Source: an optimization exercise on an open RTL-to-GDS flow (aim: small area, a short achievable clock period and few clock cycles per item). Production flows keep margins and buffers that such runs may drop.
Where RTL was checked, it was by simulation tests only, not by an equivalence proof against the original.
The RTL of run 6 was laid out without a check of its function.
Power and IR drop assume default switching activity.

==> flow/config.mk <==
export PLATFORM = sky130hd
export DESIGN_NAME = serial_frame_to_omni_motor_drive
export DESIGN_NICKNAME = serial_frame_to_omni_motor_drive
export VERILOG_FILES = /design/flow/design.v
export SDC_FILE = /design/flow/constraint.sdc
export NUM_CORES = 4
export LEC_CHECK = 0
export CAP_MARGIN = 20
export CORE_MARGIN = 2
export CORE_UTILIZATION = 55
export PLACE_DENSITY = 0.6
export SETUP_SLACK_MARGIN = 4.0
export SLEW_MARGIN = 20
==> flow/design.v <==
`timescale 1ns / 1ps
package sfomd_pkg;
  localparam int unsigned FRAME_KEPT = 7;
  localparam int unsigned WRAP_SLOTS = 33;
  localparam logic [7:0]  END_BYTE   = 8'h80;
  localparam logic [1:0]  CFG_PWM_PERIOD    = 2'd0;
  localparam logic [1:0]  CFG_ROTATION_GAIN = 2'd1;
  localparam logic [1:0]  CFG_BRAKE_BELOW   = 2'd2;
  localparam logic [15:0] PWM_PERIOD_RST    = 16'd1473;
  localparam logic [2:0]  ROTATION_GAIN_RST = 3'd1;
  localparam logic [7:0]  BRAKE_BELOW_RST   = 8'd50;
endpackage
`timescale 1ns / 1ps
module sfomd_benc (
  input  logic [2:0] dg,
  input  logic       s,
  output logic [2:0] ctl
);
  logic one, two;
  assign one = dg[1] ^ dg[0];
  assign two = (dg == 3'b011) || (dg == 3'b100);
  assign ctl = {one, two, (dg[2] ^ s) && (one || two)};
endmodule
module sfomd_mul (
  input  logic [15:0] period,
  input  logic [2:0]  ctl0, ctl1, ctl2, ctl3,    
  input  logic        ph,
  input  logic [28:0] acc_s, acc_c,
  output logic [28:0] sum_s, sum_c
);
  logic [17:0] r0, r1, r2;
  logic [16:0] r3;
  logic        n0, n1, n2;
  assign n0 = ctl0[0];
  assign n1 = ctl1[0];
  assign n2 = ctl2[0];
  assign r0 = ((ctl0[2] ? {2'b00, period} : 18'd0) | (ctl0[1] ? {1'b0, period, 1'b0} : 18'd0)) ^ {18{n0}};
  assign r1 = ((ctl1[2] ? {2'b00, period} : 18'd0) | (ctl1[1] ? {1'b0, period, 1'b0} : 18'd0)) ^ {18{n1}};
  assign r2 = ((ctl2[2] ? {2'b00, period} : 18'd0) | (ctl2[1] ? {1'b0, period, 1'b0} : 18'd0)) ^ {18{n2}};
  assign r3 = (ctl3[2] ? {1'b0, period} : 17'd0) | (ctl3[1] ? {period, 1'b0} : 17'd0);
  logic [28:0] op0, op1, op2, op3, op4;
  assign op0 = {9'd0, ~r0[17], r0[17], r0[17], r0[16:0]};
  assign op1 = {8'd0, 1'b1, ~r1[17], r1[16:0], 1'b0, n0};
  assign op2 = {7'h7f, ~r2[17], r2[16:0], 1'b0, n1, 2'b00};
  assign op3 = ph ? {acc_s[22:0], 1'b0, n2, 4'b0000}
                  : {6'd0, r3, 1'b0, n2, 4'b0000};
  assign op4 = ph ? {acc_c[22:0], 6'd0} : 29'd0;
  logic [28:0] s1, c1, s2, c2;
  assign s1    = op0 ^ op1 ^ op2;
  assign c1    = {((op0 & op1) | (op0 & op2) | (op1 & op2)), 1'b0};
  assign s2    = s1 ^ c1 ^ op3;
  assign c2    = {((s1 & c1) | (s1 & op3) | (c1 & op3)), 1'b0};
  assign sum_s = s2 ^ c2 ^ op4;
  assign sum_c = {((s2 & c2) | (s2 & op4) | (c2 & op4)), 1'b0};
endmodule
module sfomd_duty
(
  input  logic [28:0] x,
  output logic [19:0] part    
);
  logic [7:0] a2, a1, a0;
  logic       sat;
  logic [8:0] u;
  logic [7:0] ts;
  logic [8:0] tc;
  logic       g71, p71, ge1, ge2;
  assign a2  = x[23:16];
  assign a1  = x[15:8];
  assign a0  = x[7:0];
  assign sat = (x[28:24] != '0) || (a2 == 8'hff);
  assign u   = {1'b0, a2} + {1'b0, a1};
  assign ts  = a2 ^ a1 ^ a0;
  assign tc  = {((a2 & a1) | (a2 & a0) | (a1 & a0)), 1'b0};
  always_comb begin
    g71 = 1'b0;
    p71 = 1'b1;
    for (int i = 1; i < 8; i++) begin
      g71 = (ts[i] & tc[i]) | ((ts[i] | tc[i]) & g71);
      p71 = p71 & (ts[i] | tc[i]);
    end
  end
  assign ge1  = tc[8] | g71 | (p71 & ts[0]);
  assign ge2  = tc[8] & (g71 | p71);
  assign part = {sat, ge2, ge1, a2, u};
endmodule
module sfomd_duty_fin
(
  input  logic [19:0] part,
  output logic [15:0] duty
);
  logic       sat, ge2, ge1;
  logic [7:0] a2, h;
  logic [8:0] u, l;
  assign {sat, ge2, ge1, a2, u} = part;
  assign l    = ge2 ? u + 9'd2 : (ge1 ? u + 9'd1 : u);
  assign h    = l[8] ? a2 + 8'd1 : a2;
  assign duty = sat ? 16'hffff : {h, l[7:0]};
endmodule
`timescale 1ns / 1ps
module serial_frame_to_omni_motor_drive
(
  input  logic                   clk,
  input  logic                   rst_n,
  input  logic                   in_valid,
  output logic                   in_ready,
  input  logic [7:0]             in_data,
  output logic                   out_valid,
  input  logic                   out_ready,
  output logic [1:0]             out_motor_index,
  output logic                   out_forward_pin,
  output logic                   out_reverse_pin,
  output logic [15:0]            out_duty,
  output logic                   out_status_led,
  output logic                   out_last,
  input  logic                   cfg_we,
  input  logic [1:0]             cfg_index,
  input  logic [15:0]            cfg_data
);
  logic [15:0] period_r;
  logic [2:0]  gain_r;
  logic [7:0]  brake_r;
  logic [7:0]  slot_r [sfomd_pkg::FRAME_KEPT];
  logic [5:0]  pos_r;
  logic [6:0]  pos_inc;
  logic [6:0]  wsel_r;      
  logic [6:0]  sa_r, sb_r;  
  logic        in_ready_r;
  logic        jp_r;
  logic        cap_v;
  logic [1:0]  mw_r;
  logic signed [10:0] op_r, oth_r;
  logic signed [13:0] turn_r;
  logic        m_v, m_ph;
  logic signed [13:0] m_r;
  logic [2:0]  ctl_r [4];
  logic        acc_v;
  logic [28:0] acc_s, acc_c;
  logic        a_fwd, a_rev;
  logic        x_v, x_ph;
  logic [28:0] x_r;
  logic        x_fwd, x_rev;
  logic        out_valid_r;
  logic [1:0]  o_idx;
  logic        o_fwd, o_rev, o_led, o_last;
  logic [15:0] o_duty;
  logic accept, end_acc, out_free, deliver, do_d1, x_free, do_c, do_a, do_b;
  logic do_mix, mix_last, judge;
  logic jp_nxt, cap_v_nxt, cap_g_nxt, m_v_nxt, m_ph_nxt, jposs_nxt;
  logic [1:0] mw_nxt;
  assign accept   = in_valid && in_ready_r;
  assign end_acc  = accept && (in_data == sfomd_pkg::END_BYTE);
  assign out_free = !out_valid_r;
  assign deliver  = x_v && x_ph && out_free;
  assign do_d1    = x_v && !x_ph;
  assign x_free   = !x_v || deliver;
  assign do_c     = acc_v && x_free;
  assign do_a     = m_v && !m_ph && (!acc_v || do_c);
  assign do_b     = m_v && m_ph;
  assign do_mix   = cap_v && (!m_v || do_b);
  assign mix_last = do_mix && (mw_r == 2'd3);
  assign judge    = jp_r && (!cap_v || mix_last);
  logic [6:0]  k0, k1, k2, k3, k4, k5;
  logic [6:0]  ks1, kc1, ks2, kc2, ks3, kc3, ka, kb, sm;
  logic        good;
  assign k0  = wsel_r[0] ? 7'd0 : slot_r[0][6:0];
  assign k1  = wsel_r[1] ? 7'd0 : slot_r[1][6:0];
  assign k2  = wsel_r[2] ? 7'd0 : slot_r[2][6:0];
  assign k3  = wsel_r[3] ? 7'd0 : slot_r[3][6:0];
  assign k4  = wsel_r[4] ? 7'd0 : slot_r[4][6:0];
  assign k5  = wsel_r[5] ? 7'd0 : slot_r[5][6:0];
  assign ks1 = k0 ^ k1 ^ k2;
  assign kc1 = {((k0 & k1) | (k0 & k2) | (k1 & k2)), 1'b0};
  assign ks2 = k3 ^ k4 ^ k5;
  assign kc2 = {((k3 & k4) | (k3 & k5) | (k4 & k5)), 1'b0};
  assign ks3 = ks1 ^ kc1 ^ ks2;
  assign kc3 = {((ks1 & kc1) | (ks1 & ks2) | (kc1 & ks2)), 1'b0};
  assign ka  = ks3 ^ kc3 ^ kc2;
  assign kb  = {((ks3 & kc3) | (ks3 & kc2) | (kc3 & kc2)), 1'b0};
  assign sm  = sa_r + sb_r;
  assign good = !slot_r[6][7] && (sm == slot_r[6][6:0]);
  logic signed [10:0] s4, s4n;
  logic signed [13:0] trow1, trow0, turn;
  logic [1:0]  td1;
  logic signed [2:0] td0;
  assign s4    = {3'({1'b0, slot_r[4][7:6]} - 3'd1), slot_r[4][5:0], 2'b01};
  assign s4n   = {3'({1'b0, ~slot_r[4][7:6]} - 3'd3), ~slot_r[4][5:0], 2'b11};
  assign td1   = {1'b0, gain_r[2]} + {1'b0, gain_r[1]};
  assign td0   = $signed({2'b00, gain_r[0]}) - $signed({1'b0, gain_r[1], 1'b0});
  assign trow1 = (td1 == 2'd2) ? 14'(s4) <<< 3 : (td1 == 2'd1) ? 14'(s4) <<< 2 : 14'sd0;
  assign trow0 = (td0 == 3'sd1)  ? 14'(s4)
               : (td0 == -3'sd1) ? 14'(s4n)
               : (td0 == -3'sd2) ? 14'(s4n) <<< 1 : 14'sd0;
  assign turn  = trow1 + trow0;
  logic signed [10:0] s2, s3;
  logic signed [13:0] v;
  assign s2 = {3'({1'b0, slot_r[2][7:6]} - 3'd1), slot_r[2][5:0], 2'b01};
  assign s3 = {3'({1'b0, slot_r[3][7:6]} - 3'd1), slot_r[3][5:0], 2'b01};
  assign v  = turn_r + 14'(op_r);
  logic [14:0] vx_mix, vx_m;
  logic [2:0]  ctl_mix [4];
  logic [2:0]  ctl_lo [3];
  logic [2:0]  ctl_hi [4];
  logic [2:0]  ctl_nxt [4];
  assign vx_mix = {v, 1'b0};
  assign vx_m   = {m_r, 1'b0};
  for (genvar k = 0; k < 4; k++) begin : g_enc_hi
    sfomd_benc u_enc (.dg(vx_mix[2*(k+3) +: 3]), .s(v[13]), .ctl(ctl_mix[k]));
  end
  for (genvar k = 0; k < 3; k++) begin : g_enc_lo
    sfomd_benc u_enc (.dg(vx_m[2*k +: 3]), .s(m_r[13]), .ctl(ctl_lo[k]));
  end
  for (genvar k = 0; k < 4; k++) begin : g_enc_hold
    sfomd_benc u_enc (.dg(vx_m[2*(k+3) +: 3]), .s(m_r[13]), .ctl(ctl_hi[k]));
  end
  always_comb begin
    for (int k = 0; k < 4; k++) begin
      if (do_mix)        ctl_nxt[k] = ctl_mix[k];
      else if (m_ph_nxt) ctl_nxt[k] = (k < 3) ? ctl_lo[k] : 3'b000;
      else               ctl_nxt[k] = ctl_hi[k];
    end
  end
  logic [28:0] prod_s, prod_c;
  logic        brk, brk_r;
  sfomd_mul u_mul (
    .period (period_r),
    .ctl0   (ctl_r[0]),
    .ctl1   (ctl_r[1]),
    .ctl2   (ctl_r[2]),
    .ctl3   (ctl_r[3]),
    .ph     (m_ph),
    .acc_s  (acc_s),
    .acc_c  (acc_c),
    .sum_s  (prod_s),
    .sum_c  (prod_c)
  );
  logic       bsg, bhi;
  logic [7:0] bw;
  logic [8:0] bl;
  assign bsg = m_r[13];
  assign bhi = (m_r[13:8] == {6{bsg}});
  assign bw  = m_r[7:0] ^ {8{bsg}};
  assign bl  = {1'b0, brake_r} - {8'd0, bsg};
  assign brk = bhi && !bl[8] && ({1'b0, bw} < bl);
  logic [19:0] part;
  logic [15:0] duty;
  sfomd_duty u_duty (
    .x    (x_r),
    .part (part)
  );
  sfomd_duty_fin u_duty_fin (
    .part (x_r[19:0]),
    .duty (duty)
  );
  assign pos_inc   = {1'b0, pos_r} + 7'd1;
  assign jp_nxt    = end_acc || (jp_r && !judge);
  assign cap_v_nxt = judge ? good : (mix_last ? 1'b0 : cap_v);
  assign mw_nxt    = do_mix ? mw_r + 2'd1 : mw_r;
  assign m_v_nxt   = do_mix ? 1'b1 : (do_b ? 1'b0 : m_v);
  assign m_ph_nxt  = do_mix ? 1'b0 : (do_a ? 1'b1 : m_ph);
  assign cap_g_nxt = judge || (cap_v && !mix_last);
  assign jposs_nxt = !cap_g_nxt || ((mw_nxt == 2'd3) && (!m_v_nxt || m_ph_nxt));
  always_ff @(posedge clk) begin
    if (!rst_n) begin
      period_r    <= sfomd_pkg::PWM_PERIOD_RST;
      gain_r      <= sfomd_pkg::ROTATION_GAIN_RST;
      brake_r     <= sfomd_pkg::BRAKE_BELOW_RST;
      pos_r       <= '0;
      wsel_r      <= 7'd1;
      in_ready_r  <= 1'b1;
      jp_r        <= 1'b0;
      cap_v       <= 1'b0;
      mw_r        <= '0;
      m_v         <= 1'b0;
      m_ph        <= 1'b0;
      acc_v       <= 1'b0;
      x_v         <= 1'b0;
      x_ph        <= 1'b0;
      out_valid_r <= 1'b0;
      o_idx       <= 2'd3;
      o_led       <= 1'b0;
    end else begin
      if (cfg_we) begin
        case (cfg_index)
          sfomd_pkg::CFG_PWM_PERIOD:    period_r <= cfg_data;
          sfomd_pkg::CFG_ROTATION_GAIN: gain_r   <= cfg_data[2:0];
          sfomd_pkg::CFG_BRAKE_BELOW:   brake_r  <= cfg_data[7:0];
          default: ;
        endcase
      end
      if (accept) begin
        if (in_data == sfomd_pkg::END_BYTE || pos_inc >= 7'(sfomd_pkg::WRAP_SLOTS)) begin
          pos_r  <= '0;
          wsel_r <= 7'd1;
        end else begin
          pos_r  <= pos_inc[5:0];
          wsel_r <= {wsel_r[5:0], 1'b0};
        end
      end
      jp_r       <= jp_nxt;
      in_ready_r <= !(jp_nxt && !jposs_nxt);
      cap_v      <= cap_v_nxt;
      mw_r       <= mw_nxt;
      m_v        <= m_v_nxt;
      m_ph       <= m_ph_nxt;
      if (do_b) begin
        acc_v <= 1'b1;
      end else if (do_c) begin
        acc_v <= 1'b0;
      end
      if (do_c) begin
        x_v  <= 1'b1;
        x_ph <= 1'b0;
      end else begin
        if (deliver) x_v <= 1'b0;
        if (do_d1)   x_ph <= 1'b1;
      end
      if (deliver) begin
        out_valid_r <= 1'b1;
        o_idx       <= o_idx + 2'd1;
        if (o_idx == 2'd3) o_led <= !o_led;
      end else if (out_ready) begin
        out_valid_r <= 1'b0;
      end
    end
  end
  always_ff @(posedge clk) begin
    for (int j = 0; j < sfomd_pkg::FRAME_KEPT; j++) begin
      if (!rst_n || (accept && wsel_r[j])) slot_r[j] <= rst_n ? in_data : 8'd0;
    end
  end
  always_ff @(posedge clk) begin
    if (accept) begin
      sa_r <= ka;
      sb_r <= kb;
    end
    if (judge) begin
      op_r   <= s2;
      oth_r  <= s3;
      turn_r <= turn;
    end else if (do_mix) begin
      op_r   <= oth_r;
      oth_r  <= -op_r;
    end
    if (do_mix) begin
      m_r <= v;
    end
    for (int k = 0; k < 4; k++) ctl_r[k] <= ctl_nxt[k];
    if (do_a) brk_r <= brk;
    if (do_a || do_b) begin
      acc_s <= prod_s;
      acc_c <= prod_c;
    end
    if (do_b) begin
      a_fwd <= brk_r || !m_r[13];
      a_rev <= brk_r || m_r[13];
    end
    if (do_c) begin
      x_r   <= acc_s + acc_c;
      x_fwd <= a_fwd;
      x_rev <= a_rev;
    end else if (do_d1) begin
      x_r[19:0] <= part;
    end
    if (deliver) begin
      o_fwd  <= x_fwd;
      o_rev  <= x_rev;
      o_duty <= duty;
      o_last <= (o_idx == 2'd2);
    end
  end
  assign in_ready        = in_ready_r;
  assign out_valid       = out_valid_r;
  assign out_motor_index = o_idx;
  assign out_forward_pin = o_fwd;
  assign out_reverse_pin = o_rev;
  assign out_duty        = o_duty;
  assign out_status_led  = o_led;
  assign out_last        = o_last;
endmodule
==> flow/standard.sh <==
#!/bin/bash
# synth_recipe.tcl (not shown) runs the flow's synth.tcl, then flattens the netlist and writes it again
# the make line also repeats each setting of config.mk as NAME=value (left out here)
make -C /OpenROAD-flow-scripts/flow DESIGN_CONFIG=/design/flow/config.mk WORK_HOME=/design/flow/orfs CLKGATE_MAP_FILE= SYNTH_SCRIPT=/design/flow/synth_recipe.tcl "${@:-finish}"
==> flow/flow/run.sh <==
#!/bin/bash
set -euo pipefail
bash standard.sh synth > synth.log 2>&1
bash standard.sh \
  "BUFFER_PORTS_ARGS=-buffer_cell sky130_fd_sc_hd__buf_2" \
  "CTS_ARGS=-sink_clustering_enable -repair_clock_nets -dont_use_dummy_load -buf_list {sky130_fd_sc_hd__clkbuf_4}" \
  finish > layout.log 2>&1
==> flow/constraint.sdc <==
create_clock -name core_clock -period 7.0 [get_ports {clk}]
set_input_delay 1.4000 -clock core_clock [delete_from_list [all_inputs] [get_ports {clk}]]
set_output_delay 1.4000 -clock core_clock [all_outputs]
set_load 0.01 [all_outputs]
==> impl_metrics.json, run 1 <==
{
  "fraction_of_the_yosys_area_taken_by_sequential_cells": 0.4301,
  "synthesis.instances": 1769,
  "fillCellCount": 2932,
  "grt.overflow.total": 0,
  "clk_pin_slew_worst_paths_ns": 0.06,
  "coreArea_um2": 33280,
  "synthFlopType": "sky130_fd_sc_hd__edfxtp_1",
  "min-delay-path-class": "flop to flop",
  "ys.warnings.count": 11,
  "synthMuxAreaShare": 0.01392,
  "cts_made_buffers": 80,
  "synth_top_family_by_area": "adder cells",
  "setup_viol_count_final": 0,
  "total_leakage_power_nw": 7.858,
  "final.min_clock_period_ns": 2.899,
  "post_synth_instance_area_um2": 18430,
  "synth_fp_nets": 1999,
  "layout.nets": 2068,
  "vias_per_cell": 5.604,
  "initial_utilization": 0.5538,
  "num_vias": 12830,
  "synthTopCellsByArea": "sky130_fd_sc_hd__edfxtp_1 (36%), sky130_fd_sc_hd__fa_1 (9.1%), sky130_fd_sc_hd__ha_1 (7.8%)",
  "post_synth_xor_area_fraction": 0.07644,
  "grt_max_degree": 69,
  "grt_setup_unrepaired": "true",
  "crit_path_largest_cell_delay_ns": 0.41,
  "die_area_um2": 34990,
  "final_common_cell": "sky130_fd_sc_hd__nand2_1",
  "peakVddDrop_mv": 0.1381,
  "synth-compound-area-share": 0.1320,
  "cts_buffer_depth": 3,
  "final-hold-violation-count": 0,
  "grt_first_pass_wirelength_mm": 67.22,
  "clock.fmax_ghz": 0.3449,
  "status": "timing/DRC/antenna clean",
  "power_mw": 3.470,
  "synthDominantAreaCellType": "sky130_fd_sc_hd__edfxtp_1",
  "arithmetic_cell_share_of_the_synthesized_area_counting_full_adders_half_adders_and_majority_gates": 0.1693,
  "worstMarginPinSlew_ns": 1.050,
  "buffer_ports.inserted": 54,
  "fin_tns_setup_ns": 0,
  "remaining_drc_errors": 0,
  "fraction_of_layout_cells_with_a_size_suffix_above_1": 0.1182,
  "worst_skew_pair.late_latency_ns": 0.73,
  "postRouteAntennaNets": 0,
  "num_rows": 67,
  "synth_edf_count": 218,
  "place_hpwl_mm": 30.37,
  "post_drt_wl_per_cell_um": 17.98,
  "critical_path_class": "flop to flop",
  "cp_top_family": "compound AO/OA/AOI/OAI gates",
  "gp_congestion": 0.8621,
  "antenna_found_initial": 2,
  "post_synthesis_mean_instance_area_um2": 10.42,
  "timing.clock.skew_ns": 0.06603,
  "hold_buffers": 0,
  "flow.area_growth_from_synthesis_pct": 7.976,
  "cp-end-kind": "flop",
  "crit_fanout": 6,
  "fp.dieH_um": 187.1,
  "first_global_vias": 13010,
  "cts.sinks": 287,
  "ys_ff_latch": 287,
  "total_track_usage": 0.2407,
  "htree_levels": 3,
  "unique_masters_post_synth": 73,
  "tritoncts": "done",
  "cp_data_arrival_time_ns": 3.46,
  "path_cells": "ha_1 -> a211oi_1 -> o211ai_1 -> buf_4 -> a41oi_2 -> o2111ai_1 -> a21oi_1 -> xnor2_2 -> buf_4 -> mux2i_1 -> o21ai_0",
  "netlist.area_leader.share": 0.3552,
  "drt-total-wl_mm": 41.15,
  "max_cap_viol_count": 0,
  "floorplan.die.width_um": 187.1,
  "synth_simple_gate_area_share": 0.1332,
  "iter_0_drt_violations": 717,
  "cp_common_cell": "sky130_fd_sc_hd__buf_4",
  "post-route-period-util": 0.4141,
  "required_ns": 7.56,
  "async_reset_ff_frac": 0,
  "timing.slew.headroom": 0.2996,
  "timing.critical_path.slowest_stage_cell": "sky130_fd_sc_hd__a211oi_1",
  "slew_violations": 0,
  "cts_root_cell": "sky130_fd_sc_hd__clkbuf_4",
  "leading_cell_types_in_the_layout_fill_and_taps_excluded": "sky130_fd_sc_hd__nand2_1 (219), sky130_fd_sc_hd__edfxtp_1 (218), sky130_fd_sc_hd__inv_1 (125)",
  "io-pin-count": 55,
  "first_pass_iters": 6,
  "startpoint_class": "flop",
  "power.density_cell_area_nw_per_um2": 174.4,
  "cp_num_buf_inv": 2
}
## synth_stat cells (all sizes together), types with 7 or more instances
master,number
a21boi,19
a21o,23
a21oi,76
a22oi,63
a31oi,8
and2,36
and3,10
buf,7
clkbuf,83
dfxtp,69
edfxtp,218
fa,84
ha,115
inv,126
mux2i,20
nand2,219
nand2b,20
nand3,32
nand3b,7
nand4,12
nor2,55
nor2b,54
nor3,23
o211ai,16
o21a,9
o21ai,105
o21bai,8
o22ai,8
o31ai,7
xnor2,118
xor2,42
## flip-flops by register name (all words and copies together) (netlist names), 2 cells and up
register / cells
turn_r: 14
mw_r: 2
x_r: 29
o_duty: 16
o_idx: 2
gain_r: 3
pos_r: 6
wsel_r: 7
acc_c: 25
period_r: 16
ctl_r: 11
brake_r: 8
acc_s: 29
m_r: 14
slot_r: 53
oth_r: 11
sa_r: 7
sb_r: 5
op_r: 11
## logic make-up after synthesis
logic type                 Yosys count
and+or+nand+nor                    503
AOI/OAI and AO/OA                  375
adders and majority gates          199
muxes                               25
buffers and inverters              220
xor gates and xnor gates           160
DFF                                287
## power by group
part	internal [mW]	switching (mW)	leakage (nW)	total [mW]
Clock	0.516	0.619	0.368	1.14
Sequential	1.90	0.0400	2.60	1.94
Combinational	0.183	0.211	4.89	0.394
Total	2.60	0.870	7.86	3.47
## worst reg2reg max path, delay by kind of cell (launching register included)
family	cells	cell delay [ns]
flops	1	0.40
compound gates	6	1.33
mux	1	0.20
xor+xnor	1	0.14
buf+inv	2	0.35
fa+ha+maj	1	0.31
## routing by layer
layer  global-route usage  share of wire  up-vias
met4              0.07265          0.022        0
met1               0.2904           0.42     6256
met3              0.04071          0.031       70
met2               0.4399           0.53      179
li1                     -              -     6322
met5                    0              0        -
## repair_timing
item,CTS,global route
resized for setup,17,35
endpoints found under the setup margin,38,35
pin swaps,2,13
setup buffers,0,13
## path summary, 6_finish.rpt
kind                   from           to  slack (ns)  depth (start not counted)
setup / recovery  turn_r[1]  ctl_r[3][1]        4.10                         11
hold / removal        a_fwd        x_fwd        0.43                          0
setup reg to reg  turn_r[1]  ctl_r[3][1]        4.10                         11
hold reg to reg       a_fwd        x_fwd        0.43                          0
## per-stage QoR
step                cells  hold WS, ns  area (µm²)  utilization  setup slack [ns]
floorplan            1769       0.4003       18430            -             4.000
global placement     2191       0.4082       19000       0.5709             3.377
detailed placement   2191       0.4057       19000       0.5709             3.268
CTS                  2271       0.4173       19650       0.5903             4.006
global route         2289       0.4226       19900       0.5980             3.933
finish               2289       0.4290       19900       0.5980             4.101
## final cells by class
| class | count | area (µm²) | area share |
|---|---|---|---|
| inverters | 130 | 493.0 | 0.02477 |
| repair buffers | 77 | 445.4 | 0.02238 |
| diodes | 5 | 12.51 | 0.0006287 |
| multi-input cells | 1262 | 9841 | 0.4945 |
| flip-flops and latches | 287 | 7949 | 0.3994 |
| well taps | 448 | 560.5 | 0.02817 |
| clock buffers | 80 | 600.6 | 0.03018 |
Testbench counts, summed over its fixed seeds: cycles 3,184, frames 384.
==> inputs of run 2 (changes only) <==
==> flow/flow/run.sh (replaced) <==
#!/bin/bash
set -euo pipefail
bash standard.sh synth > synth.log 2>&1
bash standard.sh \
  "BUFFER_PORTS_ARGS=-buffer_cell sky130_fd_sc_hd__buf_2" \
  "CTS_ARGS=-sink_clustering_enable -repair_clock_nets -dont_use_dummy_load -buf_list {sky130_fd_sc_hd__clkbuf_4 sky130_fd_sc_hd__clkbuf_8} -sink_clustering_size 14 -sink_clustering_max_diameter 50" \
  finish > layout.log 2>&1
--- a/flow/config.mk
+++ b/flow/config.mk
@@ -7,7 +7,6 @@
 export LEC_CHECK = 0
 export CAP_MARGIN = 20
 export CORE_MARGIN = 2
-export CORE_UTILIZATION = 55
-export PLACE_DENSITY = 0.6
+export CORE_UTILIZATION = 40
 export SETUP_SLACK_MARGIN = 4.0
 export SLEW_MARGIN = 20
==> impl_metrics.json, run 2 <==
{
  "status": "timing/DRC/antenna clean",
  "first_pass_iters": 5,
  "postRouteAntennaNets": 0,
  "crit-reg2reg-launch": "op_r[3]",
  "numPlacedInstances": 2344,
  "rrSetupSlack_ns": 4.12,
  "coreArea_um2": 45480,
  "drt-total-wl_mm": 41.45,
  "slew_violations": 0,
  "whs_endpoint": "x_rev",
  "clk_pin_slew_worst_paths_ns": 0.09,
  "power_mw": 3.395,
  "yosys-top-cells-count": "sky130_fd_sc_hd__nand2_1 (219), sky130_fd_sc_hd__edfxtp_1 (218), sky130_fd_sc_hd__inv_1 (125)",
  "place_hpwl_mm": 30.50,
  "buffer_ports.inserted": 54,
  "worst_r2r_end": "ctl_r[3][1]",
  "grt.overflow.total": 0,
  "placed_cell_area_um2": 19200,
  "timing.clock.skew_ns": 0.08099,
  "largest_register_ff_count": 53,
  "cts_root_cell": "sky130_fd_sc_hd__clkbuf_8",
  "async_reset_ff_frac": 0,
  "crit_fanout": 6,
  "min_from": "a_rev",
  "grt_setup_unrepaired": "true",
  "min-delay-path-class": "flop to flop",
  "worstSetupStartpoint": "op_r[3]",
  "worstHoldPathCells": 0,
  "ys.warnings.count": 11,
  "synthesis.instances": 1769,
  "instances_no_fill": 2397,
  "utilization": 0.4399,
  "num_rows": 78,
  "cp-end-kind": "flop",
  "peakVddDrop_mv": 0.09586,
  "fin_tns_setup_ns": 0,
  "final.min_clock_period_ns": 2.876,
  "first_global_vias": 12350,
  "fraction_of_the_yosys_area_taken_by_sequential_cells": 0.4301,
  "detailedPlace.worstSlack_ns": 3.293,
  "antenna_found_initial": 4,
  "layout.nets": 2026,
  "synth_fp_nets": 1999,
  "timing.slew.headroom": 0.4330,
  "io-pin-count": 55,
  "htree_levels": 2,
  "unique_masters_post_synth": 73,
  "fp.dieH_um": 218.7,
  "fraction_of_layout_cells_with_a_size_suffix_above_1": 0.09755,
  "grt_max_degree": 69,
  "post_drt_wl_per_cell_um": 17.29,
  "post_synth_instance_area_um2": 18430,
  "critical_path_class": "flop to flop",
  "synthTopCellsByArea": "sky130_fd_sc_hd__edfxtp_1 (36%), sky130_fd_sc_hd__fa_1 (9.1%), sky130_fd_sc_hd__ha_1 (7.8%)",
  "total_leakage_power_nw": 7.763,
  "startpoint_class": "flop",
  "worst_skew_pair.late_latency_ns": 0.60,
  "initial_utilization": 0.4053,
  "cts_made_buffers": 37,
  "cp_data_arrival_time_ns": 3.28,
  "ys_ff_latch": 287,
  "cts.sinks": 287,
  "die_area_um2": 47810,
  "most_used_standard_cell_by_instance_count_after_synthesis": "sky130_fd_sc_hd__nand2_1",
  "post-route-worst-setup-slack_ns": 4.124,
  "leading_cell_types_in_the_layout_fill_and_taps_excluded": "sky130_fd_sc_hd__nand2_1 (219), sky130_fd_sc_hd__edfxtp_1 (218), sky130_fd_sc_hd__inv_1 (125)",
  "registers.top_by_ff_count": "slot_r",
  "setup_viol_count_final": 0,
  "flow.area_growth_from_synthesis_pct": 8.540,
  "fin_hold_ws_ns": 0.4185,
  "floorplan.die.width_um": 218.7,
  "hold_buffers": 0,
  "worstMarginPinSlew_ns": 0.8487,
  "max_cap_viol_count": 0,
  "clock.fmax_ghz": 0.3477,
  "power.density_cell_area_nw_per_um2": 169.7,
  "post-route-period-util": 0.4109,
  "netlist.area_leader.share": 0.3552,
  "post_synthesis_mean_instance_area_um2": 10.42,
  "final_cell_area_um2": 20010,
  "reg.largest.list": "slot_r (53), acc_s (29), x_r (29)",
  "required_ns": 7.40,
  "synthFlopType": "sky130_fd_sc_hd__edfxtp_1",
  "cts_buffer_depth": 3,
  "total_track_usage": 0.1764,
  "remaining_drc_errors": 0,
  "tritoncts": "done",
  "gp_congestion": 0.8344,
  "final_common_cell": "sky130_fd_sc_hd__nand2_1",
  "iter_0_drt_violations": 869,
  "worst_r2r_path_depth": 9,
  "synthDominantAreaCellType": "sky130_fd_sc_hd__edfxtp_1",
  "synth_edf_count": 218,
  "final-hold-violation-count": 0,
  "fillCellCount": 4313,
  "grt_first_pass_wirelength_mm": 66.85,
  "vias_per_cell": 5.285,
  "num_vias": 12670
}
-- run 2: what timing repair did --
item / 4_1_cts / 5_1_grt
setup buffers: 2 / 10
pin swaps: 4 / 8
resized for setup: 20 / 33
endpoints found under the setup margin: 42 / 31
-- run 2: report_power, final --
part	internal [mW]	total (mW)	switching, mW
Combinational	0.183	0.401	0.218
Clock	0.469	1.06	0.590
Sequential	1.90	1.94	0.0382
-- run 2: how the worst max path moves through the flow --
| stage | depth (start not counted) | end |
|---|---|---|
| final | 9 | ctl_r[3][1] |
| after floorplan | 13 | turn_r[12] |
| after detailed placement | 12 | turn_r[12] |
| after CTS | 11 | turn_r[12] |
| after global placement | 12 | turn_r[12] |
| after global routing | 16 | ctl_r[2][0] |
-- run 2: cells by family (layout without fill, tap and decap cells) --
logic type / Yosys count / count (layout) / share of synthesized area
AND/OR/NAND/NOR: 503 / 503 / 0.1332
AO/OA/AOI/OAI: 375 / 375 / 0.1320
multiplexers: 25 / 25 / 0.01392
adder cells (fa/ha/maj): 199 / 199 / 0.1693
buffers and inverters: 220 / 245 / 0.04501
XOR/XNOR: 160 / 160 / 0.07644
flip-flops: 287 / 287 / 0.4301
other: 0 / 3 / 0
-- run 2: area by class of cell --
class | instances | area, µm² | area share
inverters | 130 | 489.2 | 0.02445
multi-input cells | 1262 | 9841 | 0.4919
well taps | 600 | 750.7 | 0.03753
flip-flops and latches | 287 | 7954 | 0.3976
clock buffers | 37 | 509.2 | 0.02546
repair buffers | 78 | 454.2 | 0.02270
diodes | 3 | 7.507 | 0.0003753
-- run 2: metal layers --
metal / track usage / vias to the layer above / share of wire
li1: - / 6195 / -
met1: 0.2482 / 6150 / 0.47
met2: 0.2771 / 263 / 0.46
met3: 0.03271 / 61 / 0.049
met4: 0.05158 / 0 / 0.022
met5: 0 / - / 0
-- run 2: worst max-delay path, cell delays in order (launching register included) --
cell	delay (ns)
sky130_fd_sc_hd__edfxtp_1	0.53
sky130_fd_sc_hd__ha_1	0.38
sky130_fd_sc_hd__o21ai_0	0.13
sky130_fd_sc_hd__o211ai_1	0.30
sky130_fd_sc_hd__a41oi_2	0.23
sky130_fd_sc_hd__o2111ai_1	0.23
sky130_fd_sc_hd__a21oi_1	0.13
sky130_fd_sc_hd__xnor2_2	0.39
sky130_fd_sc_hd__mux2i_1	0.26
sky130_fd_sc_hd__o21ai_1	0.08
==> inputs of run 3 (changes only) <==
--- a/flow/config.mk
+++ b/flow/config.mk
@@ -8,5 +8,5 @@
 export CAP_MARGIN = 20
 export CORE_MARGIN = 2
 export CORE_UTILIZATION = 40
-export SETUP_SLACK_MARGIN = 4.0
+export SETUP_SLACK_MARGIN = 3.9
 export SLEW_MARGIN = 20
==> impl_metrics.json, run 3 <==
{
  "final_common_cell": "sky130_fd_sc_hd__nand2_1",
  "fraction_of_the_yosys_area_taken_by_sequential_cells": 0.4301,
  "min-delay-path-class": "flop to flop",
  "reg.largest.list": "slot_r (53), acc_s (29), x_r (29)",
  "yosys-top-cells-count": "sky130_fd_sc_hd__nand2_1 (219), sky130_fd_sc_hd__edfxtp_1 (218), sky130_fd_sc_hd__inv_1 (125)",
  "vias_per_cell": 5.256,
  "synthTopCellsByArea": "sky130_fd_sc_hd__edfxtp_1 (36%), sky130_fd_sc_hd__fa_1 (9.1%), sky130_fd_sc_hd__ha_1 (7.8%)",
  "final.min_clock_period_ns": 2.943,
  "startpoint_class": "flop",
  "unique_masters_post_synth": 73,
  "leading_cell_types_in_the_layout_fill_and_taps_excluded": "sky130_fd_sc_hd__nand2_1 (219), sky130_fd_sc_hd__edfxtp_1 (218), sky130_fd_sc_hd__inv_1 (125)",
  "timing.slew.headroom": 0.3840,
  "iter_0_drt_violations": 852,
  "max_cap_viol_count": 0,
  "grt_setup_unrepaired": "true",
  "num_rows": 78,
  "worst_skew_pair.late_latency_ns": 0.60,
  "placed_cell_area_um2": 19190,
  "num_vias": 12530,
  "setup_viol_count_final": 0,
  "fin_tns_setup_ns": 0,
  "remaining_drc_errors": 0,
  "netlist.area_leader.share": 0.3552,
  "synthesis.instances": 1769,
  "cts.sinks": 287,
  "clk_pin_slew_worst_paths_ns": 0.08,
  "post-route-period-util": 0.4205,
  "post_drt_wl_per_cell_um": 17.25,
  "synth_edf_count": 218,
  "post-route-worst-setup-slack_ns": 4.057,
  "htree_levels": 2,
  "io-pin-count": 55,
  "postRouteAntennaNets": 0,
  "layout.nets": 2014,
  "fp.dieH_um": 218.7,
  "peakVddDrop_mv": 0.1054,
  "initial_utilization": 0.4053,
  "power.density_cell_area_nw_per_um2": 171.2,
  "buffer_ports.inserted": 54,
  "floorplan.die.width_um": 218.7,
  "grt.overflow.total": 0,
  "cts_root_cell": "sky130_fd_sc_hd__clkbuf_8",
  "fraction_of_layout_cells_with_a_size_suffix_above_1": 0.08249,
  "clock.fmax_ghz": 0.3397,
  "coreArea_um2": 45480,
  "grt_max_degree": 69,
  "post_synth_instance_area_um2": 18430,
  "grt_first_pass_wirelength_mm": 66.31,
  "crit_fanout": 16,
  "first_global_vias": 12240,
  "ys.warnings.count": 11,
  "drt-total-wl_mm": 41.13,
  "async_reset_ff_frac": 0,
  "timing.clock.skew_ns": 0.06368,
  "cts_made_buffers": 37,
  "die_area_um2": 47810,
  "required_ns": 7.33,
  "cp_data_arrival_time_ns": 3.27,
  "detailedPlace.worstSlack_ns": 3.274,
  "critical_path_class": "flop to flop",
  "cts_buffer_depth": 3,
  "slew_violations": 0,
  "post_synthesis_mean_instance_area_um2": 10.42,
  "worstMarginPinSlew_ns": 0.9221,
  "first_pass_iters": 5,
  "synth_fp_nets": 1999,
  "status": "timing/DRC/antenna clean",
  "final_cell_area_um2": 19820,
  "flow.area_growth_from_synthesis_pct": 7.542,
  "cp-end-kind": "flop",
  "ys_ff_latch": 287,
  "place_hpwl_mm": 30.55,
  "gp_congestion": 0.8429,
  "total_leakage_power_nw": 7.680,
  "tritoncts": "done",
  "synthFlopType": "sky130_fd_sc_hd__edfxtp_1",
  "final-hold-violation-count": 0,
  "antenna_found_initial": 3,
  "largest_register_ff_count": 53,
  "registers.top_by_ff_count": "slot_r",
  "synthDominantAreaCellType": "sky130_fd_sc_hd__edfxtp_1",
  "total_track_usage": 0.1752,
  "most_used_standard_cell_by_instance_count_after_synthesis": "sky130_fd_sc_hd__nand2_1",
  "hold_buffers": 0
}
==> run 3: cell types whose count changed in the layout (fill, tap and decap cells not counted), moves of 2 or more <==
cell / before / now
sky130_fd_sc_hd__a21oi_2: 5 / 3
sky130_fd_sc_hd__dfxtp_2: 9 / 6
sky130_fd_sc_hd__dfxtp_1: 56 / 60
sky130_fd_sc_hd__nor3b_2: 2 / 0
sky130_fd_sc_hd__xnor2_1: 115 / 117
sky130_fd_sc_hd__xor2_2: 2 / 0
sky130_fd_sc_hd__xor2_1: 40 / 42
sky130_fd_sc_hd__buf_4: 23 / 13
sky130_fd_sc_hd__a21oi_1: 70 / 73
sky130_fd_sc_hd__xnor2_2: 3 / 1
==> run 3: final cells by class <==
cell class | instances | area, µm²
Clock buffer | 37 | 509.2
Antenna cell | 2 | 5.005
Sequential cell | 287 | 7946
Timing Repair Buffer | 66 | 362.8
Inverter | 130 | 489.2
Tap cell | 600 | 750.7
Multi-Input combinational cell | 1262 | 9758
Fill cell | 4332 | 25660
==> run 3: path summary, 6_finish.rpt <==
| check | from | to | slack, ns | depth (start not counted) |
|---|---|---|---|---|
| min | a_fwd | x_fwd | 0.42 | 0 |
| min reg2reg | a_fwd | x_fwd | 0.42 | 0 |
| max reg2reg | ctl_r[0][1] | acc_s[12] | 4.06 | 5 |
| max | ctl_r[0][1] | acc_s[12] | 4.06 | 5 |
==> run 3: repair_timing <==
action | CTS | global route
pin swaps | 1 | 4
setup buffers | 0 | 2
gates resized for setup | 10 | 21
endpoints found under the setup margin | 35 | 25
cloned | 0 | 0
==> run 3: per-stage QoR <==
step / util / total power, mW / hold slack, ns / cells
after detailed placement: 0.4220 / 2.380 / 0.4045 / 2343
after global placement: 0.4220 / 2.365 / 0.4051 / 2343
after CTS: 0.4336 / 3.445 / 0.4256 / 2380
after floorplan: - / 2.262 / 0.4003 / 1769
final: 0.4358 / 3.394 / 0.4245 / 2384
after global routing: 0.4358 / 3.564 / 0.4454 / 2383
==> run 3: routing by layer <==
| metal | GRT usage | vias up | share of wire |
|---|---|---|---|
| met5 | 0 | - | 0 |
| met4 | 0.05721 | 0 | 0.030 |
| met3 | 0.02909 | 69 | 0.042 |
| met2 | 0.2713 | 238 | 0.44 |
| met1 | 0.2494 | 6041 | 0.49 |
| li1 | - | 6182 | - |
==> run 3: logic make-up after synthesis <==
| family | share of synthesized area |
|---|---|
| flip-flops | 0.4301 |
| XOR/XNOR | 0.07644 |
| buffers and inverters | 0.04501 |
| AO/OA/AOI/OAI | 0.1320 |
| adder cells (fa/ha/maj) | 0.1693 |
| multiplexers | 0.01392 |
| AND/OR/NAND/NOR | 0.1332 |
==> run 3: report_power, final <==
| group | switching [mW] | internal [mW] |
|---|---|---|
| logic | 0.221 | 0.183 |
| clock network | 0.586 | 0.468 |
| registers | 0.0382 | 1.90 |
| total | 0.845 | 2.55 |
==> run 3: worst max-delay path: stages (launching register included) <==
cell and delay, ns:
sky130_fd_sc_hd__dfxtp_1 0.72, sky130_fd_sc_hd__a22oi_1 0.18, sky130_fd_sc_hd__xnor2_1 0.28, sky130_fd_sc_hd__fa_1 0.47, sky130_fd_sc_hd__fa_1 0.54, sky130_fd_sc_hd__fa_1 0.48
==> inputs of run 4 (changes only) <==
--- a/flow/config.mk
+++ b/flow/config.mk
@@ -8,5 +8,5 @@
 export CAP_MARGIN = 20
 export CORE_MARGIN = 2
 export CORE_UTILIZATION = 40
-export SETUP_SLACK_MARGIN = 3.9
+export SETUP_SLACK_MARGIN = 4.1
 export SLEW_MARGIN = 20
==> impl_metrics.json, run 4 <==
{
  "crit_path_largest_cell_delay_ns": 0.36,
  "whs_endpoint": "x_rev",
  "crit_fanout": 4,
  "setup_viol_count_final": 0,
  "cp-end-kind": "flop",
  "reg.largest.list": "slot_r (53), acc_s (29), x_r (29)",
  "startpoint_class": "flop",
  "largest_register_ff_count": 53,
  "power.density_cell_area_nw_per_um2": 168.5,
  "cts.sinks": 287,
  "layout.nets": 2027,
  "power_mw": 3.392,
  "floorplan.die.width_um": 218.7,
  "drt-total-wl_mm": 41.56,
  "fillCellCount": 4271,
  "synth_edf_count": 218,
  "cp_top_family": "compound AO/OA/AOI/OAI gates",
  "flow.area_growth_from_synthesis_pct": 9.219,
  "cts_root_cell": "sky130_fd_sc_hd__clkbuf_8",
  "final-hold-violation-count": 0,
  "most_used_standard_cell_by_instance_count_after_synthesis": "sky130_fd_sc_hd__nand2_1",
  "internal_power_mw": 2.548,
  "required_ns": 7.45,
  "worst_r2r_end": "ctl_r[2][0]",
  "first_global_vias": 12420,
  "die_area_um2": 47810,
  "cts_buffer_depth": 3,
  "grt_first_pass_wirelength_mm": 67.31,
  "min_from": "a_rev",
  "post_synthesis_mean_instance_area_um2": 10.42,
  "path_cells": "ha_4 -> inv_2 -> fa_2 -> nor2b_1 -> o21a_1 -> o21a_1 -> o21ai_2 -> o21ai_2 -> a21oi_4 -> o21ai_4 -> xor2_2 -> ha_4 -> nor2_4 -> a22o_1 -> a21oi_2",
  "tritoncts": "done",
  "fraction_of_the_yosys_area_taken_by_sequential_cells": 0.4301,
  "gp_congestion": 0.8360,
  "critical_path_class": "flop to flop",
  "num_rows": 78,
  "ys.warnings.count": 11,
  "postRouteAntennaNets": 0,
  "multi_input_area_um2": 9955,
  "num_vias": 12520,
  "power.clock.fraction": 0.312,
  "grt_setup_unrepaired": "true",
  "min-delay-path-class": "flop to flop",
  "instances_no_fill": 2397,
  "async_reset_ff_frac": 0,
  "hold_buffers": 0,
  "buffer_ports.inserted": 54,
  "unique_masters_post_synth": 73,
  "worstHoldPathCells": 0,
  "grt_max_degree": 69,
  "comb_power_share": 0.117,
  "rrSetupSlack_ns": 4.15,
  "htree_levels": 2,
  "fp.dieH_um": 218.7,
  "timing.slew.headroom": 0.4176,
  "synthDominantAreaCellType": "sky130_fd_sc_hd__edfxtp_1",
  "io-pin-count": 55,
  "post-route-period-util": 0.4068,
  "synthFlopType": "sky130_fd_sc_hd__edfxtp_1",
  "iter_0_drt_violations": 925,
  "netSwitchingPower_uw": 843.5,
  "total_track_usage": 0.1770,
  "post_drt_wl_per_cell_um": 17.34,
  "ys_ff_latch": 287,
  "total_leakage_power_nw": 7.774,
  "worst_skew_pair.late_latency_ns": 0.60,
  "coreArea_um2": 45480,
  "crit-reg2reg-launch": "op_r[0]",
  "cp_data_arrival_time_ns": 3.30,
  "synthTopCellsByArea": "sky130_fd_sc_hd__edfxtp_1 (36%), sky130_fd_sc_hd__fa_1 (9.1%), sky130_fd_sc_hd__ha_1 (7.8%)",
  "registers.top_by_ff_count": "slot_r",
  "synth_fp_nets": 1999,
  "fraction_of_layout_cells_with_a_size_suffix_above_1": 0.1075,
  "max_cap_viol_count": 0,
  "worstMarginPinSlew_ns": 0.8727,
  "fin_tns_setup_ns": 0,
  "swShare": 0.2487,
  "clock.fmax_ghz": 0.3512,
  "netlist.area_leader.share": 0.3552,
  "numPlacedInstances": 2343,
  "remaining_drc_errors": 0,
  "post_synth_instance_area_um2": 18430,
  "cp_num_buf_inv": 1,
  "vias_per_cell": 5.224,
  "sequentialPowerShare": 0.571,
  "leading_cell_types_in_the_layout_fill_and_taps_excluded": "sky130_fd_sc_hd__nand2_1 (218), sky130_fd_sc_hd__edfxtp_1 (218), sky130_fd_sc_hd__inv_1 (124)",
  "peakVddDrop_mv": 0.09951,
  "initial_utilization": 0.4053,
  "yosys-top-cells-count": "sky130_fd_sc_hd__nand2_1 (219), sky130_fd_sc_hd__edfxtp_1 (218), sky130_fd_sc_hd__inv_1 (125)",
  "first_pass_iters": 7,
  "place_hpwl_mm": 30.75,
  "antenna_found_initial": 3,
  "timing.clock.skew_ns": 0.06769,
  "clk_pin_slew_worst_paths_ns": 0.09,
  "worst_r2r_path_depth": 15,
  "final.min_clock_period_ns": 2.847,
  "ff_latch_area_um2": 7958,
  "slew_violations": 0,
  "status": "timing/DRC/antenna clean",
  "synthesis.instances": 1769,
  "grt.overflow.total": 0,
  "timing.critical_path.slowest_stage_cell": "sky130_fd_sc_hd__dfxtp_2",
  "cts_made_buffers": 37
}
==> run 4: final cells by class <==
class,count,share of cell area
timing repair buffer,79,0.02306
inverter,130,0.02430
sequential,287,0.3953
clock buffer,37,0.02530
antenna,2,0.0002486
multi-input combinational,1262,0.4945
tap,600,0.03729
==> run 4: metal layers <==
metal,GRT usage,up-vias,routed length (µm)
met2,0.2858,241,19030
li1,-,6212,-
met1,0.2451,6007,19770
met5,0,-,0
met3,0.02770,62,1775
met4,0.05360,0,990
==> run 4: how the worst max path moves through the flow <==
stage / startpoint / to / slack (ns) / cells past startpoint
2_1_floorplan: ctl_r[0][2] / acc_s[9] / 4.12 / 8
3_3_place_gp: gain_r[1] / turn_r[12] / 3.39 / 12
3_5_place_dp: gain_r[1] / turn_r[12] / 3.31 / 12
4_1_cts: op_r[0] / ctl_r[2][0] / 4.08 / 15
5_1_grt: op_r[6] / ctl_r[2][0] / 4.02 / 10
6_report: op_r[0] / ctl_r[2][0] / 4.15 / 15
==> run 4: power groups by stage <==
stage                     Clock (mW)  Combinational (mW)  Sequential, mW
after floorplan                    0               0.309            1.95
after CTS                       1.10               0.403            1.94
after detailed placement           0               0.400            1.97
after global routing            1.15               0.459            1.94
final                           1.06               0.397            1.94
after global placement             0               0.392            1.97
==> run 4: worst register-to-register path, delay by kind of cell (launching register included) <==
family                     cells  cell delay [ns]
and+or+nand+nor                2             0.20
xor gates and xnor gates       1             0.25
DFF                            1             0.36
adders and majority gates      3             0.74
buffers and inverters          1             0.04
AOI/OAI and AO/OA              8             1.11
==> run 4: logic make-up (layout without fill, tap and decap cells) <==
family          after synthesis  count (layout)  share of synthesized area
fa+ha+maj                   199             199                     0.1693
other cells                   0               2                          0
simple gates                503             503                     0.1332
compound gates              375             375                     0.1320
xor+xnor                    160             160                    0.07644
buf+inv                     220             246                    0.04501
flops                       287             287                     0.4301
mux                          25              25                    0.01392
==> run 4: stage by stage <==
stage / utilization / instance area (µm²) / hold slack, ns / worst slack [ns]
after floorplan: - / 18440 / 0.4003 / 4.116
after detailed placement: 0.4220 / 19190 / 0.4174 / 3.310
after global placement: 0.4220 / 19190 / 0.4105 / 3.388
final: 0.4426 / 20130 / 0.4066 / 4.153
after global routing: 0.4425 / 20130 / 0.4104 / 4.023
after CTS: 0.4365 / 19850 / 0.4092 / 4.077
==> run 4: repair_timing <==
| item | CTS | global route |
|---|---|---|
| pin swaps | 3 | 19 |
| buffers inserted | 3 | 11 |
| setup endpoints to repair | 55 | 21 |
| resized for setup | 34 | 43 |
==> inputs of run 5 (changes only) <==
==> flow/flow/run.sh (replaced) <==
#!/bin/bash
set -euo pipefail
bash standard.sh synth > synth.log 2>&1
bash standard.sh \
  "BUFFER_PORTS_ARGS=-buffer_cell sky130_fd_sc_hd__buf_2" \
  "CTS_ARGS=-sink_clustering_enable -repair_clock_nets -dont_use_dummy_load -buf_list {sky130_fd_sc_hd__clkbuf_8} -sink_clustering_size 20 -sink_clustering_max_diameter 60" \
  finish > layout.log 2>&1
--- a/flow/config.mk
+++ b/flow/config.mk
@@ -8,5 +8,5 @@
 export CAP_MARGIN = 20
 export CORE_MARGIN = 2
 export CORE_UTILIZATION = 40
-export SETUP_SLACK_MARGIN = 4.1
+export SETUP_SLACK_MARGIN = 4.0
 export SLEW_MARGIN = 20
==> impl_metrics.json, run 5 <==
{
  "crit-reg2reg-launch": "op_r[3]",
  "largest_register_ff_count": 53,
  "fraction_of_the_yosys_area_taken_by_sequential_cells": 0.4301,
  "postRouteAntennaNets": 0,
  "die_area_um2": 47810,
  "comb_power_share": 0.122,
  "timing.slew.headroom": 0.4195,
  "fp.dieH_um": 218.7,
  "critical_path_class": "flop to flop",
  "cts_buffer_depth": 3,
  "path_cells": "ha_1 -> o21ai_0 -> o211ai_1 -> a41oi_2 -> o2111ai_1 -> a21oi_1 -> xnor2_2 -> o2111ai_1 -> o311ai_2",
  "power.clock.fraction": 0.288,
  "tritoncts": "done",
  "vias_per_cell": 5.298,
  "ys.warnings.count": 11,
  "leading_cell_types_in_the_layout_fill_and_taps_excluded": "sky130_fd_sc_hd__nand2_1 (219), sky130_fd_sc_hd__edfxtp_1 (218), sky130_fd_sc_hd__inv_1 (125)",
  "place_hpwl_mm": 30.50,
  "hold_buffers": 0,
  "met1Wirelength_mm": 19.49,
  "grt.overflow.total": 0,
  "length_of_routed_met3_wiring_mm": 2.059,
  "fin_tns_setup_ns": 0,
  "buffer_ports.inserted": 54,
  "drt-total-wl_mm": 41.14,
  "sequentialPowerShare": 0.590,
  "num_rows": 78,
  "cp_top_family": "compound AO/OA/AOI/OAI gates",
  "post_drt_wl_per_cell_um": 17.20,
  "iter_0_drt_violations": 934,
  "cp-end-kind": "flop",
  "final-hold-violation-count": 0,
  "worstMarginPinSlew_ns": 0.8690,
  "flow.area_growth_from_synthesis_pct": 8.146,
  "grt_first_pass_wirelength_mm": 66.51,
  "first_global_vias": 12250,
  "first_pass_iters": 5,
  "remaining_drc_errors": 0,
  "cp_num_buf_inv": 0,
  "final_common_cell": "sky130_fd_sc_hd__nand2_1",
  "clock.fmax_ghz": 0.3476,
  "power_mw": 3.279,
  "fillCellCount": 4319,
  "required_ns": 7.46,
  "status": "timing/DRC/antenna clean",
  "synthTopCellsByArea": "sky130_fd_sc_hd__edfxtp_1 (36%), sky130_fd_sc_hd__fa_1 (9.1%), sky130_fd_sc_hd__ha_1 (7.8%)",
  "worst_skew_pair.late_latency_ns": 0.64,
  "registers.top_by_ff_count": "slot_r",
  "post_synthesis_mean_instance_area_um2": 10.42,
  "cp_data_arrival_time_ns": 3.34,
  "min_from": "a_rev",
  "fraction_of_layout_cells_with_a_size_suffix_above_1": 0.09604,
  "setup_viol_count_final": 0,
  "instances_no_fill": 2392,
  "internal_power_mw": 2.458,
  "crit_fanout": 6,
  "timing.clock.skew_ns": 0.07117,
  "grt_max_degree": 69,
  "reg.largest.list": "slot_r (53), acc_s (29), x_r (29)",
  "final.min_clock_period_ns": 2.877,
  "layout.nets": 2023,
  "max_cap_viol_count": 0,
  "yosys-top-cells-count": "sky130_fd_sc_hd__nand2_1 (219), sky130_fd_sc_hd__edfxtp_1 (218), sky130_fd_sc_hd__inv_1 (125)",
  "post-route-period-util": 0.4110,
  "htree_levels": 1,
  "cp_common_cell": "sky130_fd_sc_hd__o2111ai_1",
  "min-delay-path-class": "flop to flop",
  "synth_fp_nets": 1999,
  "ys_ff_latch": 287,
  "synthDominantAreaCellType": "sky130_fd_sc_hd__edfxtp_1",
  "numPlacedInstances": 2344,
  "netlist.area_leader.share": 0.3552,
  "netSwitchingPower_uw": 820.4,
  "cts_made_buffers": 30,
  "grt_setup_unrepaired": "true",
  "slew_violations": 0,
  "peakVddDrop_mv": 0.1211,
  "synth_edf_count": 218,
  "timing.critical_path.slowest_stage_cell": "sky130_fd_sc_hd__edfxtp_1",
  "worstSetupStartpoint": "op_r[3]",
  "antenna_found_initial": 2,
  "most_used_standard_cell_by_instance_count_after_synthesis": "sky130_fd_sc_hd__nand2_1",
  "startpoint_class": "flop",
  "num_vias": 12670,
  "floorplan.die.width_um": 218.7,
  "swShare": 0.2502,
  "clk_pin_slew_worst_paths_ns": 0.09,
  "synthFlopType": "sky130_fd_sc_hd__edfxtp_1",
  "total_track_usage": 0.1736,
  "synthesis.instances": 1769,
  "crit_path_largest_cell_delay_ns": 0.52,
  "total_leakage_power_nw": 7.732,
  "cts_root_cell": "sky130_fd_sc_hd__clkbuf_8",
  "wl_met2_mm": 18.90,
  "cts.sinks": 287,
  "io-pin-count": 55,
  "async_reset_ff_frac": 0,
  "post_synth_instance_area_um2": 18430,
  "coreArea_um2": 45480,
  "highest_layer": "met4",
  "power.density_cell_area_nw_per_um2": 164.5,
  "initial_utilization": 0.4053,
  "unique_masters_post_synth": 73,
  "gp_congestion": 0.8344
}
==> run 5: cell counts after synthesis <==
Identical to the previous run, type by type.
==> run 5: kinds of logic after synthesis <==
kind of cell	after synthesis	synth area share
AND/OR/NAND/NOR	503	0.1332
adder cells (fa/ha/maj)	199	0.1693
AO/OA/AOI/OAI	375	0.1320
XOR/XNOR	160	0.07644
buffers and inverters	220	0.04501
flip-flops	287	0.4301
multiplexers	25	0.01392
==> run 5: area by class of cell <==
| class | count | area (µm²) | share of cell area |
|---|---|---|---|
| tap | 600 | 750.7 | 0.03766 |
| inverter | 130 | 489.2 | 0.02454 |
| multi-input combinational | 1262 | 9839 | 0.4936 |
| antenna | 1 | 2.502 | 0.0001255 |
| clock buffer | 30 | 412.9 | 0.02071 |
| timing repair buffer | 82 | 484.2 | 0.02429 |
| sequential | 287 | 7954 | 0.3990 |
==> run 5: metal layers <==
metal,GRT usage,up-vias
met5,0,-
met4,0.03649,0
met2,0.2797,268
met1,0.2486,6166
li1,-,6190
met3,0.02463,48
==> run 5: power groups by stage <==
stage	clock [mW]	sequential, mW	combinational [mW]
4_1_cts	0.986	1.94	0.405
3_5_place_dp	0	1.97	0.402
3_3_place_gp	0	1.97	0.392
6_report	0.943	1.94	0.401
5_1_grt	1.04	1.94	0.463
2_1_floorplan	0	1.95	0.309
==> run 5: through the flow <==
step / worst slack (ns) / area [µm²] / utilization / hold slack [ns]
4_1_cts: 3.980 / 19680 / 0.4328 / 0.4262
2_1_floorplan: 4.000 / 18430 / - / 0.4003
3_3_place_gp: 3.407 / 19200 / 0.4221 / 0.4069
5_1_grt: 3.934 / 19930 / 0.4382 / 0.4410
3_5_place_dp: 3.293 / 19200 / 0.4222 / 0.4156
6_report: 4.123 / 19930 / 0.4383 / 0.4305
==> run 5: worst register-to-register path: stages (launching register included) <==
cell and delay, ns:
sky130_fd_sc_hd__edfxtp_1 0.52, sky130_fd_sc_hd__ha_1 0.38, sky130_fd_sc_hd__o21ai_0 0.13, sky130_fd_sc_hd__o211ai_1 0.30, sky130_fd_sc_hd__a41oi_2 0.23, sky130_fd_sc_hd__o2111ai_1 0.23, sky130_fd_sc_hd__a21oi_1 0.13, sky130_fd_sc_hd__xnor2_2 0.40
sky130_fd_sc_hd__o2111ai_1 0.23, sky130_fd_sc_hd__o311ai_2 0.17
==> run 5: what timing repair did <==
action | 4_1_cts | 5_1_grt
endpoints found under the setup margin | 44 | 33
setup buffers | 1 | 15
resized for setup | 21 | 33
pin swaps | 2 | 10
==> run 5: final timing paths <==
| kind | to | slack, ns | cells after the start |
|---|---|---|---|
| setup / recovery | ctl_r[0][0] | 4.12 | 9 |
| hold / removal | x_rev | 0.43 | 0 |
| setup reg to reg | ctl_r[0][0] | 4.12 | 9 |
| hold reg to reg | x_rev | 0.43 | 0 |
==> inputs of run 6 (changes only) <==
--- a/flow/design.v
+++ b/flow/design.v
@@ -141,7 +141,7 @@
   logic        x_fwd, x_rev;
   logic        out_valid_r;
   logic [1:0]  o_idx;
-  logic        o_fwd, o_rev, o_led, o_last;
+  logic        o_fwd, o_rev, o_led;
   logic [15:0] o_duty;
   logic accept, end_acc, out_free, deliver, do_d1, x_free, do_c, do_a, do_b;
   logic do_mix, mix_last, judge;
@@ -196,27 +196,24 @@
   assign s2 = {3'({1'b0, slot_r[2][7:6]} - 3'd1), slot_r[2][5:0], 2'b01};
   assign s3 = {3'({1'b0, slot_r[3][7:6]} - 3'd1), slot_r[3][5:0], 2'b01};
   assign v  = turn_r + 14'(op_r);
-  logic [14:0] vx_mix, vx_m;
-  logic [2:0]  ctl_mix [4];
-  logic [2:0]  ctl_lo [3];
+  logic signed [13:0] v_hi;
+  logic [14:0] vx_hi, vx_m;
   logic [2:0]  ctl_hi [4];
+  logic [2:0]  ctl_lo [3];
   logic [2:0]  ctl_nxt [4];
-  assign vx_mix = {v, 1'b0};
-  assign vx_m   = {m_r, 1'b0};
+  assign v_hi  = do_mix ? v : m_r;
+  assign vx_hi = {v_hi, 1'b0};
+  assign vx_m  = {m_r, 1'b0};
   for (genvar k = 0; k < 4; k++) begin : g_enc_hi
-    sfomd_benc u_enc (.dg(vx_mix[2*(k+3) +: 3]), .s(v[13]), .ctl(ctl_mix[k]));
+    sfomd_benc u_enc (.dg(vx_hi[2*(k+3) +: 3]), .s(v_hi[13]), .ctl(ctl_hi[k]));
   end
   for (genvar k = 0; k < 3; k++) begin : g_enc_lo
     sfomd_benc u_enc (.dg(vx_m[2*k +: 3]), .s(m_r[13]), .ctl(ctl_lo[k]));
   end
-  for (genvar k = 0; k < 4; k++) begin : g_enc_hold
-    sfomd_benc u_enc (.dg(vx_m[2*(k+3) +: 3]), .s(m_r[13]), .ctl(ctl_hi[k]));
-  end
   always_comb begin
     for (int k = 0; k < 4; k++) begin
-      if (do_mix)        ctl_nxt[k] = ctl_mix[k];
-      else if (m_ph_nxt) ctl_nxt[k] = (k < 3) ? ctl_lo[k] : 3'b000;
-      else               ctl_nxt[k] = ctl_hi[k];
+      if (!do_mix && m_ph_nxt) ctl_nxt[k] = (k < 3) ? ctl_lo[k] : 3'b000;
+      else                     ctl_nxt[k] = ctl_hi[k];
     end
   end
   logic [28:0] prod_s, prod_c;
@@ -365,7 +362,6 @@
       o_fwd  <= x_fwd;
       o_rev  <= x_rev;
       o_duty <= duty;
-      o_last <= (o_idx == 2'd2);
     end
   end
   assign in_ready        = in_ready_r;
@@ -375,5 +371,5 @@
   assign out_reverse_pin = o_rev;
   assign out_duty        = o_duty;
   assign out_status_led  = o_led;
-  assign out_last        = o_last;
+  assign out_last        = (o_idx == 2'd3);
 endmodule
==> flow/flow/run.sh (replaced) <==
#!/bin/bash
set -euo pipefail
bash standard.sh synth > synth.log 2>&1
bash standard.sh \
  "BUFFER_PORTS_ARGS=-buffer_cell sky130_fd_sc_hd__buf_2" \
  "CTS_ARGS=-sink_clustering_enable -repair_clock_nets -dont_use_dummy_load -buf_list {sky130_fd_sc_hd__clkbuf_4 sky130_fd_sc_hd__clkbuf_8}" \
  finish > layout.log 2>&1
--- a/flow/config.mk
+++ b/flow/config.mk
@@ -8,5 +8,6 @@
 export CAP_MARGIN = 20
 export CORE_MARGIN = 2
 export CORE_UTILIZATION = 40
-export SETUP_SLACK_MARGIN = 4.0
+export CTS_BUF_LIST = sky130_fd_sc_hd__clkbuf_4 sky130_fd_sc_hd__clkbuf_8
+export SETUP_SLACK_MARGIN = 4.2
 export SLEW_MARGIN = 20
==> impl_metrics.json, run 6 <==
{
  "startpoint_class": "flop",
  "fraction_of_layout_cells_with_a_size_suffix_above_1": 0.1319,
  "die_area_um2": 47150,
  "htree_levels": 2,
  "final.min_clock_period_ns": 2.955,
  "crit_fanout": 4,
  "first_global_vias": 12560,
  "grt_max_degree": 69,
  "synthTopCellsByArea": "sky130_fd_sc_hd__edfxtp_1 (34%), sky130_fd_sc_hd__fa_1 (9.3%), sky130_fd_sc_hd__dfxtp_1 (8.6%)",
  "cts_buffer_depth": 3,
  "remaining_drc_errors": 0,
  "synth_fp_nets": 1981,
  "unique_masters_post_synth": 71,
  "synthFlopType": "sky130_fd_sc_hd__edfxtp_1",
  "grt.overflow.total": 0,
  "status": "timing/DRC/antenna clean",
  "clk_pin_slew_worst_paths_ns": 0.05,
  "io-pin-count": 55,
  "max_cap_viol_count": 0,
  "cts.sinks": 286,
  "flow.area_growth_from_synthesis_pct": 11.69,
  "num_rows": 78,
  "fillCellCount": 4311,
  "vias_per_cell": 5.253,
  "slew_violations": 0,
  "worst_skew_pair.late_latency_ns": 0.64,
  "post_synth_instance_area_um2": 18170,
  "yosys-top-cells-count": "sky130_fd_sc_hd__nand2_1 (234), sky130_fd_sc_hd__edfxtp_1 (208), sky130_fd_sc_hd__inv_1 (115)",
  "registers.top_by_ff_count": "slot_r",
  "power_mw": 4.509,
  "ys.warnings.count": 10,
  "total_track_usage": 0.1787,
  "most_used_standard_cell_by_instance_count_after_synthesis": "sky130_fd_sc_hd__nand2_1",
  "iter_0_drt_violations": 954,
  "synth_edf_count": 208,
  "buffer_ports.inserted": 54,
  "netlist.area_leader.share": 0.3438,
  "cts_root_cell": "sky130_fd_sc_hd__clkbuf_8",
  "floorplan.die.width_um": 217.1,
  "synthesis.instances": 1760,
  "peakVddDrop_mv": 0.1572,
  "critical_path_class": "flop to flop",
  "final_common_cell": "sky130_fd_sc_hd__nand2_1",
  "timing.clock.skew_ns": 0.07381,
  "first_pass_iters": 5,
  "gp_congestion": 0.8555,
  "initial_utilization": 0.4030,
  "ys_ff_latch": 286,
  "drt-total-wl_mm": 41.96,
  "worstMarginPinSlew_ns": 0.7827,
  "power.density_cell_area_nw_per_um2": 222.2,
  "timing.slew.headroom": 0.4769,
  "cp-end-kind": "flop",
  "clock.fmax_ghz": 0.3384,
  "fin_tns_setup_ns": 0,
  "grt_first_pass_wirelength_mm": 67.19,
  "async_reset_ff_frac": 0,
  "post_synthesis_mean_instance_area_um2": 10.32,
  "post_drt_wl_per_cell_um": 17.23,
  "min-delay-path-class": "flop to flop",
  "largest_register_ff_count": 53,
  "total_leakage_power_nw": 7.871,
  "leading_cell_types_in_the_layout_fill_and_taps_excluded": "sky130_fd_sc_hd__nand2_1 (233), sky130_fd_sc_hd__edfxtp_1 (208), sky130_fd_sc_hd__inv_1 (111)",
  "cp_data_arrival_time_ns": 3.39,
  "tritoncts": "done",
  "final-hold-violation-count": 0,
  "required_ns": 7.44,
  "reg.largest.list": "slot_r (53), acc_s (29), x_r (29)",
  "antenna_found_initial": 1,
  "synthDominantAreaCellType": "sky130_fd_sc_hd__edfxtp_1",
  "layout.nets": 2058,
  "grt_setup_unrepaired": "true",
  "postRouteAntennaNets": 0,
  "fraction_of_the_yosys_area_taken_by_sequential_cells": 0.4297,
  "coreArea_um2": 45090,
  "cts_made_buffers": 52,
  "num_vias": 12790,
  "post-route-period-util": 0.4221,
  "place_hpwl_mm": 31.01,
  "antenna-diode-count": 0,
  "fp.dieH_um": 217.1,
  "setup_viol_count_final": 0
}
run 6: cell type report:
cell class,count,area [µm²],area share
clock buffers,52,715.7,0.03527
inverters,120,462.9,0.02281
multi-input cells,1268,9836,0.4847
flip-flops and latches,286,7850,0.3868
well taps,600,750.7,0.03699
repair buffers,107,668.1,0.03292
repair inverters,2,10.01,0.0004932
run 6: cells by family after synthesis:
group                      share of synthesized area
xor gates and xnor gates                     0.07375
and+or+nand+nor                               0.1359
adders and majority gates                     0.1672
DFF                                           0.4297
buffers and inverters                        0.04262
AOI/OAI and AO/OA                             0.1395
muxes                                        0.01129
run 6: routing by layer:
metal	track usage	wire length (µm)	part of all wire	vias up
met5	0	0	0	-
met1	0.2469	19790	0.47	6134
met4	0.05114	920	0.022	0
met2	0.2878	19230	0.46	297
li1	-	-	-	6295
met3	0.03242	2015	0.048	64
run 6: where the power goes:
part,internal (mW),total [mW],switching (mW)
combinational,0.525,1.12,0.598
clock,0.649,1.28,0.627
sequential,1.99,2.11,0.118
run 6: path summary, 6_finish.rpt:
kind                  start     endpoint  slack [ns]  cells after the start
hold reg to reg       x_fwd        o_fwd        0.42                      0
setup reg to reg  turn_r[0]  ctl_r[1][0]        4.04                     15
setup / recovery  turn_r[0]  ctl_r[1][0]        4.04                     15
hold / removal        x_fwd        o_fwd        0.42                      0
run 6: metrics by stage:
stage | utilization | cell area, µm² | hold slack (ns) | cells | worst slack [ns]
2_1_floorplan | - | 18210 | 0.4003 | 1760 | 4.201
6_report | 0.4501 | 20290 | 0.4220 | 2435 | 4.045
3_3_place_gp | 0.4206 | 18960 | 0.4104 | 2338 | 3.692
3_5_place_dp | 0.4206 | 18960 | 0.4111 | 2338 | 3.584
4_1_cts | 0.4429 | 19970 | 0.4248 | 2409 | 3.987
5_1_grt | 0.4501 | 20290 | 0.4275 | 2435 | 3.859
run 6: critical path, cell delays in order (launching register included):
cell and delay (ns):
sky130_fd_sc_hd__edfxtp_1 0.33, sky130_fd_sc_hd__ha_2 0.18, sky130_fd_sc_hd__inv_2 0.04, sky130_fd_sc_hd__fa_2 0.34, sky130_fd_sc_hd__nor2b_2 0.13, sky130_fd_sc_hd__o21ai_2 0.07
sky130_fd_sc_hd__a21boi_2 0.18, sky130_fd_sc_hd__o21ai_2 0.12, sky130_fd_sc_hd__a211o_1 0.28, sky130_fd_sc_hd__a211o_1 0.29, sky130_fd_sc_hd__and3_1 0.16, sky130_fd_sc_hd__ha_2 0.19
sky130_fd_sc_hd__o21ai_2 0.12, sky130_fd_sc_hd__nor3_1 0.06, sky130_fd_sc_hd__o211ai_1 0.12, sky130_fd_sc_hd__o221ai_1 0.15
run 6: timing repair:
item,in CTS,in global routing
gates cloned,1,1
setup endpoints to repair,58,70
setup buffers,18,25
gates resized for setup,42,33
hold buffers,0,0
pin swaps,15,20
